Background: an optimization exercise with open tools, aiming at small area and few clock cycles. Do not read the settings as production practice. RTL that was checked went through simulation tests only; none was proved equivalent to the original. No activity file was given, so power comes from the tool's default toggle rates.

Setup of job 1596:
// tile_window_unit
module tile_window_unit #(
    parameter int CHANNELS = DEF_CHANNELS,
    parameter int WIDTH    = DEF_WIDTH,
    parameter int TILE     = DEF_TILE,
    parameter int STRIDE   = DEF_STRIDE
) (
    input  wire logic                                   i_clk,
    input  wire logic                                   i_rst,
    input  wire logic                                   i_restart,
    input  wire logic [PIXEL_W-1:0]                     i_pixel,
    input  wire logic                                   i_pixel_valid,
    output logic                                        o_pixel_ready,
    output logic      [CHANNELS*TILE*TILE*PIXEL_W-1:0]  o_tile,
    output logic                                        o_tile_req,
    input  wire logic                                   i_tile_ack
);
==> module row_buffer, before the edit <==
module row_buffer #(
    parameter int DEPTH = 10,
    parameter int EW    = 2 * PIXEL_W
) (
    input  wire logic                 i_clk,
    input  wire logic                 i_rst,
    input  wire logic                 i_clear,
    input  wire logic                 i_push,
    input  wire logic [EW-1:0]        i_data,
    input  wire logic                 i_pop,
    input  wire logic [1:0]           i_phase,
    output logic                      o_full,
    output logic                      o_show_valid,
    output logic                      o_next_valid,
    output logic [2*EW-1:0]           o_top,
    output logic [2*EW-1:0]           o_bottom
);
    localparam int BD = DEPTH - 5;
    logic [EW-1:0]    top_q [0:1];
    logic [EW-1:0]    ring_q [0:2];
    logic             fill_hi_q;
    logic [1:0]       fill_ph_q;
    logic             filled;
    logic             fill;
    logic             pop;
    logic [EW-1:0]    data_q [0:BD-1];
    logic [BD-1:0]    valid_q;
    logic [BD-1:0]    load;
    logic [BD:0]      vac;
    assign filled  = fill_hi_q && (fill_ph_q == 2'd2);
    assign fill    = !filled && valid_q[0] && (i_phase == fill_ph_q);
    assign pop     = i_pop || fill;
    always_comb begin
        vac[0] = pop;
        for (int i = 0; i < BD - 1; i++) begin
            load[i]  = (!valid_q[i] || vac[i]) && valid_q[i+1];
            vac[i+1] = load[i];
        end
        load[BD-1] = i_push;
        vac[BD]    = 1'b0;
    end
    always_ff @(posedge i_clk or posedge i_rst) begin
        if (i_rst) begin
            valid_q   <= '0;
            fill_hi_q <= 1'b0;
            fill_ph_q <= '0;
        end else if (i_clear) begin
            valid_q   <= '0;
            fill_hi_q <= 1'b0;
            fill_ph_q <= '0;
        end else begin
            for (int i = 0; i < BD; i++) begin
                valid_q[i] <= (valid_q[i] && !vac[i]) || load[i];
            end
            if (fill) begin
                fill_ph_q <= (fill_ph_q == 2'd2) ? 2'd0 : fill_ph_q + 2'd1;
                if (fill_ph_q == 2'd2) begin
                    fill_hi_q <= 1'b1;
                end
            end
        end
    end
    always_ff @(posedge i_clk) begin
        for (int i = 0; i < BD - 1; i++) begin
            if (load[i]) begin
                data_q[i] <= data_q[i+1];
            end
        end
        if (load[BD-1]) begin
            data_q[BD-1] <= i_data;
        end
    end
    always_ff @(posedge i_clk) begin
        if (pop) begin
            top_q[0] <= top_q[1];
            top_q[1] <= ring_q[0];
        end
        ring_q[0] <= ring_q[1];
        ring_q[1] <= ring_q[2];
        ring_q[2] <= pop ? data_q[0] : ring_q[0];
    end
    assign o_full       = valid_q[BD-1];
    assign o_show_valid = filled && valid_q[0] && valid_q[1];
    assign o_next_valid = filled && valid_q[1] && valid_q[2];
    assign o_top        = {top_q[1], top_q[0]};
    assign o_bottom     = {data_q[1], data_q[0]};
endmodule
export LEC_CHECK = 0
export ABC_AREA = 1
export CAP_MARGIN = 20
export CORE_MARGIN = 2
export CORE_UTILIZATION = 70
export CTS_BUF_LIST = sky130_fd_sc_hd__clkbuf_8
export CTS_CLUSTER_DIAMETER = 60
export CTS_CLUSTER_SIZE = 20
export SLEW_MARGIN = 20
create_clock -name core_clock -period 5.0 [get_ports {i_clk}]
standard.sh (not shown) runs the stock make flow with config.mk's settings and CLKGATE_MAP_FILE= SYNTH_SCRIPT=/design/flow/synth_recipe.tcl, a recipe that flattens the netlist after the stock synthesis.
==> flow/flow/run.sh <==
#!/bin/bash
# Standard layout, with the smallest buffer on the ports and no dummy
# loads in the clock tree.
set -euo pipefail
export BUFFER_PORTS_ARGS="-buffer_cell sky130_fd_sc_hd__buf_1"
export CTS_ARGS="-sink_clustering_enable -repair_clock_nets -sink_clustering_size 20 -sink_clustering_max_diameter 60 -buf_list sky130_fd_sc_hd__clkbuf_8 -dont_use_dummy_load"
bash standard.sh > standard_flow.log 2>&1
The flow did not stop early for job 1596: all stages ran, and the layout cleared the timing, DRC and antenna checks.
Testbench counts of job 1596, summed over its fixed seeds: cycles 7,978.
[inputs] job 6287 vs job 1596
==> flow/design.v, changed modules only <==
module row_buffer #(
    parameter int DEPTH = 10,
    parameter int EW    = 2 * PIXEL_W
) (
    input  wire logic                 i_clk,
    input  wire logic                 i_rst,
    input  wire logic                 i_clear,
    input  wire logic                 i_push,
    input  wire logic [EW-1:0]        i_data,
    input  wire logic                 i_pop,
    input  wire logic [1:0]           i_phase,
    output logic                      o_full,
    output logic                      o_show_valid,
    output logic                      o_next_valid,
    output logic [2*EW-1:0]           o_top,
    output logic [2*EW-1:0]           o_bottom
);
    localparam int BD = DEPTH - 5;
    logic [EW-1:0]    top_q [0:1];
    logic [EW-1:0]    ring_q [0:2];
    logic [2:0]       fill_q;
    logic [1:0]       fill_ph;
    logic             filled;
    logic             fill;
    logic             pop;
    logic [EW-1:0]    data_q [0:BD-1];
    logic [BD-1:0]    valid_q;
    logic [BD-1:0]    load;
    logic [BD:0]      vac;
    assign filled  = (fill_q == 3'd5);
    assign fill_ph = (fill_q >= 3'd3) ? 2'(fill_q - 3'd3) : fill_q[1:0];
    assign fill    = !filled && valid_q[0] && (i_phase == fill_ph);
    assign pop     = i_pop || fill;
    always_comb begin
        vac[0] = pop;
        for (int i = 0; i < BD - 1; i++) begin
            load[i]  = (!valid_q[i] || vac[i]) && valid_q[i+1];
            vac[i+1] = load[i];
        end
        load[BD-1] = i_push;
        vac[BD]    = 1'b0;
    end
    always_ff @(posedge i_clk or posedge i_rst) begin
        if (i_rst) begin
            valid_q <= '0;
            fill_q  <= '0;
        end else if (i_clear) begin
            valid_q <= '0;
            fill_q  <= '0;
        end else begin
            for (int i = 0; i < BD; i++) begin
                valid_q[i] <= (valid_q[i] && !vac[i]) || load[i];
            end
            if (fill) begin
                fill_q <= fill_q + 3'd1;
            end
        end
    end
    always_ff @(posedge i_clk) begin
        for (int i = 0; i < BD - 1; i++) begin
            if (load[i]) begin
                data_q[i] <= data_q[i+1];
            end
        end
        if (load[BD-1]) begin
            data_q[BD-1] <= i_data;
        end
    end
    always_ff @(posedge i_clk) begin
        if (pop) begin
            top_q[0] <= top_q[1];
            top_q[1] <= ring_q[0];
        end
        ring_q[0] <= ring_q[1];
        ring_q[1] <= ring_q[2];
        ring_q[2] <= pop ? data_q[0] : ring_q[0];
    end
    assign o_full       = valid_q[BD-1];
    assign o_show_valid = filled && valid_q[0] && valid_q[1];
    assign o_next_valid = filled && valid_q[1] && valid_q[2];
    assign o_top        = {top_q[1], top_q[0]};
    assign o_bottom     = {data_q[1], data_q[0]};
endmodule
Notes after the runs:
Delta(global-route met1 utilization, job 6287 - job 1596) < 0
Worst-path cell with the longest stage delay: sky130_fd_sc_hd__fa_1 -> job 1596, sky130_fd_sc_hd__dfrtp_1 -> job 6287
Combinational fraction of design power: job 6287 vs job 1596 up 0.6 points
Re combinational power: job 6287 is about 54% up on job 1596.
Per the comparison of job 6287 with job 1596, area growth from synthesis to layout shows no meaningful change, maximum frequency higher, cell count -102, net count of the finished layout lower.
Compared with job 1596, job 6287 shows clock share of power higher by 0.3 points.
[compare] base=job 1596 new=job 6287: die area +about 2.3%, design area +about 2.3%, internal power of the cells +300 µW.
No functional check of the RTL was part of job 6287.

==> re-timing with driven ports <==
In the flow no input, the clock included, has a driving cell. The finished layouts below were timed again as built, in two steps.
Step 1 assumes that a clkbuf_16 drives the clock port and a buf_2 every other input.
Step 2 moves the port delays by t, midway between the first and last clock arrival at a register: inputs arrive t later, outputs are due t later. That takes back most of the time a late clock gives input paths.
a / b / c = ideal / step 1 / step 2; a / b = the first two.
run	shift t [ns]	slack for setup (ns)	worst hold slack (ns)	pins driven straight from the clock port
job 1596	0.730	1.539 / 1.476 / 1.290	0.166 / 0.121 / 0.274	1
job 6287	0.705	1.559 / 1.501 / 1.523	0.271 / 0.232 / 0.306	1
After both steps every run listed still meets setup and hold. For job 1596, which loses most, drivers alone change the setup slack by -0.063 ns; drivers and shift together by -0.249 ns.
